From an optimization exercise on the open Yosys and OpenROAD flow, aimed at small area and a short achievable clock period; shortcuts taken in it are not production practice.
In this exercise RTL edits were held to simulation tests only and were not proved equivalent to the original.

## flow/design.v (module list and top-level ports; edited modules follow where they fit)
// module sample_strobe: 26 lines
// module section_sequencer: 25 lines
// module iir_mul_g: 575 lines
// module iir_mul_f: 1782 lines
// module iir_filter: 152 lines
module iir_filter (
  input  logic                          clk,
  input  logic                          nrst,
  input  logic                          coef_we,
  input  logic [4-1:0]        coef_addr,
  input  logic signed [16-1:0] coef_data,
  input  logic signed [16-1:0]   din,
  output logic signed [21-1:0]  dout
);
  // ...
==> flow/flow/run.sh <==
#!/bin/bash
# The standard layout, with the setup repair asked to leave a margin
# below the clock period so that it sizes the critical paths up.
set -euo pipefail
bash standard.sh SETUP_SLACK_MARGIN=12.5 finish > standard_finish.log 2>&1
==> flow/standard.sh <==
#!/bin/bash
# synth_recipe.tcl (not shown) runs the flow's synth.tcl, then flattens the netlist and writes it again
# the make line also repeats each setting of config.mk as NAME=value (left out here)
make -C /OpenROAD-flow-scripts/flow DESIGN_CONFIG=/design/flow/config.mk WORK_HOME=/design/flow/orfs CLKGATE_MAP_FILE= SYNTH_SCRIPT=/design/flow/synth_recipe.tcl "${@:-finish}"
==> flow/config.mk <==
export PLATFORM = sky130hd
export DESIGN_NAME = iir_filter
export DESIGN_NICKNAME = iir_filter
export VERILOG_FILES = /design/flow/design.v
export SDC_FILE = /design/flow/constraint.sdc
export NUM_CORES = 4
export LEC_CHECK = 0
export ABC_AREA = 1
export CAP_MARGIN = 20
export CORE_MARGIN = 2
export CORE_UTILIZATION = 55
export SLEW_MARGIN = 20
==> flow/constraint.sdc <==
create_clock -name core_clock -period 20.0 [get_ports {clk}]
set_input_delay 4.0000 -clock core_clock [delete_from_list [all_inputs] [get_ports {clk}]]
set_output_delay 4.0000 -clock core_clock [all_outputs]
set_load 0.01 [all_outputs]
==> flow_summary.yaml, run 1 <==
yosys:
  synth-simple-area-share: 0.1087
  synth_most_common_cell: "nand2_1"
  netlist_top_cells_count: "nand2_1 (1,199), inv_1 (1,090), xor2_1 (759)"
  synth.top_cell.area_share: 0.2087
  synthFlopType: "dfrtp_1"
  synthArstFlopShare: 0.8732
  netlist_area_sq_um: 59380
  avgSynthCellArea_sq_um: 8.001
  ys_types: 60
route:
  dr.first_iter.drc_count: 6238
  viasPerCell: 6.207
  highest_layer: "met5"
  antenna_left: 0
  wl_met1_microns: 92160
  drc: 0
status:
  outcome: "finished clean"
finish:
  area_growth_syn_to_layout_pct: 13.00
  n_all_buffers: 334
  clockNetworkAreaShare: 0.02954
  final_cells: 8791
  drive_gt1_frac: 0.1161
  biggestRegsByFlops: "ab (96), w1 (96), w2 (96)"
  inverters: 1190
min_path:
  hold-path-cell-count: 2
placed_design:
  port_buffers: 59
clocking:
  cts.sinks: 473
  cts-root-buf: "clkbuf_16"
  cts-htree-levels: 2
  post_cts_resized: 236
critical_path:
  ff2ff_path_depth: 35
  r2r_slack_ns: 12.57
  cp_max_fo: 7
timing:
  setup_ws_ns: 12.57
  hold_slack_ns: 0.4552
  hold_viol_final: 0
die:
  die_height_microns: 332.6
  n_tap_cell: 1403
==> run 2: changes to the inputs <==
==> flow/run.sh (new file) <==
#!/bin/bash
# synth_recipe.tcl (not shown) runs the flow's synth.tcl, then flattens the netlist and writes it again
# the make line also repeats each setting of config.mk as NAME=value (left out here)
make -C /OpenROAD-flow-scripts/flow DESIGN_CONFIG=/design/flow/config.mk WORK_HOME=/design/flow/orfs CLKGATE_MAP_FILE= SYNTH_SCRIPT=/design/flow/synth_recipe.tcl finish
removed: flow/flow/run.sh
removed: flow/standard.sh
==> run 2 against run 1 <==
Against the previous run: design area fell by 6.3%; still clean on timing, DRC and antenna; critical path type unchanged; worst setup slack lost 1.8 ns.
==> flow_summary.yaml, run 2 <==
route:
  antenna_left: 0
  viasPerCell: 6.168
  wl_per_cell_microns: 25.15
  vias: 53166
  wirelength_microns: 216700
  firstDrtPassIters: 6
  dr.first_iter.drc_count: 5998
  drc: 0
placed_design:
  dp_hpwl_microns: 156300
  post-place-ws_ns: 11.01
  place_congestion: 0.9933
  port_buffers: 59
  dp_cells: 8514
  placed_area_sq_um: 60870
timing:
  finalCritPeriodShare: 0.4606
  setup_viol_count_final: 0
  tns_ns: 0
  timing.slew.headroom: 0.2204
  tightest_slew_ns: 1.166
  rsz0062_at_grt: "no"
  fmax_mhz: 108.6
  period_minus_slack_ns: 9.212
  fin_skew_ns: 0.06795
  drv_slew: 0
  setup_ws_ns: 10.79
  hold_viol_final: 0
yosys:
  synthArstFlopShare: 0.8732
  synthFlopType: "dfrtp_1"
  synth_edf_count: 55
  synth.top_cell.area_share: 0.2087
  ys_seq_area_frac: 0.2036
  avgSynthCellArea_sq_um: 8.001
  synth_warnings: 4
  yosysTopAreaCell: "fa_1"
  netlist_area_sq_um: 59380
  synthCells: 7422
  synth_fp_nets: 8370
  synth_most_common_cell: "nand2_1"
  ys_types: 60
  synth_seq_cells: 473
  synthTopCellsByArea: "fa_1 (21%), dfrtp_1 (17%), xor2_1 (11%)"
  netlist_top_cells_count: "nand2_1 (1,199), inv_1 (1,090), xor2_1 (759)"
finish:
  mostFrequentLayoutCell: "nand2_1"
  biggestRegsByFlops: "ab (96), w1 (96), w2 (96)"
  fin_util: 0.5873
  final_cell_mix: "nand2_1 (1,191), inv_1 (1,087), xor2_1 (759)"
  final_cells: 8619
  final_cell_area_sq_um: 62870
  final_nets: 8120
  drive_gt1_frac: 0.04684
  diodes: 0
  area_growth_syn_to_layout_pct: 5.879
job:
  max_cap_viol_count: 0
min_path:
  holdCritPathClass: "register to register"
global_routing:
  grt_max_degree: 148
  grt_first_pass_wirelength_microns: 325800
  antenna_found_initial: 5
  grt_pass1_vias: 51454
  grtUsageTotal: 0.3877
  gr-total-overflow: 0
critical_path:
  worst_ep_required_time_ns: 20.60
  start_kind: "register"
  critPathKind: "register to register"
  critPathArrivalTime_ns: 9.81
  cpMaxStageDelayCell: "fa_1"
  cp-end-kind: "register"
  path_common_cell: "nand2_1"
  r2r_slack_ns: 10.79
  cp_slowest_stage_delay_ns: 0.77
  cp_max_fo: 25
clocking:
  post_cts_resized: 0
  cts-htree-levels: 2
  cts-root-buf: "clkbuf_16"
  cts_max_path_buffers: 3
  cts.reportedPaths.clkPinSlew_ns: 0.06
  postCtsSetupRepairBufs: 0
  clk_latency_ns: 0.71
  cts_buffers: 58
  cts_tree: "built"
  holdBufCountCts: 0
  cts.sinks: 473
die:
  dieWidth_microns: 332.6
  ioPinCount: 60
  num_rows: 120
  die-area_sq_um: 110600
  die_height_microns: 332.6
  initial_core_util: 0.5547
  core_area_sq_um: 107100
status:
  outcome: "finished clean"
[run 2: cell counts after synthesis]
Identical to the previous run, type by type.
[run 2: metrics by stage]
stage	hold WS (ns)
global route	0.4785
finish	0.4464
global placement	0.4534
floorplan	0.4422
CTS	0.4556
detailed placement	0.4582
[run 2: layout make-up]
cell class / count / area, sq um
repair buffers: 175 / 1474
clock inverters: 24 / 276.5
inverters: 1190 / 4482
fillers: 9959 / 44180
well taps: 1403 / 1755
clock buffers: 80 / 1705
flip-flops and latches: 473 / 12090
multi-input cells: 5274 / 41090
[run 2: cells by family (layout without fill, tap and decap cells)]
group	count (synthesis)	in the layout	share of synthesized area
adders and majority gates	909	909	0.2698
buffers and inverters	1675	1469	0.1074
muxes	1	1	0.0001686
xor gates and xnor gates	811	811	0.1199
AOI/OAI and AO/OA	1927	1927	0.1903
DFF	473	473	0.2036
and+or+nand+nor	1626	1626	0.1087
[run 2: critical path, delay by kind of cell, from the launching register on]
family	cells	cell delay [ns]
XOR/XNOR	1	0.07
AO/OA/AOI/OAI	8	1.90
buffers and inverters	3	1.04
adder cells (fa/ha/maj)	4	2.11
AND/OR/NAND/NOR	21	3.40
flip-flops	1	0.59
[run 2: path summary, 6_finish.rpt]
| kind | startpoint | endpoint | cells past startpoint |
|---|---|---|---|
| worst max-delay path | cur[0] | dout[1] | 37 |
| worst min-delay path | w1[77] | w1[45] | 2 |
| worst max register to register | cur[0] | dout[1] | 37 |
| worst min register to register | w1[77] | w1[45] | 2 |
| max in group asynchronous | nrst | w2[78] | 3 |
| min in group asynchronous | nrst | dout[4] | 1 |
[run 2: layer usage]
metal  wire length (microns)  vias to the layer above  global-route usage
li1                        -                    23740                   -
met1                   90420                    25880              0.5475
met2                   90930                     3015              0.5664
met3                   25650                      525              0.1043
met4                    9618                        6              0.1496
met5                     125                        -            0.006947

==> afterwards: timing with drivers on the ports <==
The flow's constraints put no driver on any port. The routed layouts listed below were extracted and timed again, unchanged, in two steps. Step 1: set_driving_cell puts a clkbuf_16 on clk and a buf_2 on each other input, an assumption about the parent block. Step 2 moves the port delays by t, midway between the first and last clock arrival at a register: inputs arrive t later, outputs are due t later. That takes back most of the time a late clock gives input paths. a / b / c = ideal ports / drivers / drivers and shift; a / b = the first two.
| run | t, ns | setup WS [ns] | clock arrival spread, ns | worst slew at a driven data input, ns |
|---|---|---|---|---|
| run 1 | 0.759 | 12.570 / 12.570 / 12.088 | 0.070 / 0.070 | 0.05 |
| run 2 | 0.761 | 10.788 / 10.788 / 10.788 | 0.070 / 0.070 | 0.05 |
After both steps setup and hold are still met in every run listed. The setup slack of run 1, which loses most, moves by 0.000 ns with the drivers and by -0.482 ns with both steps.
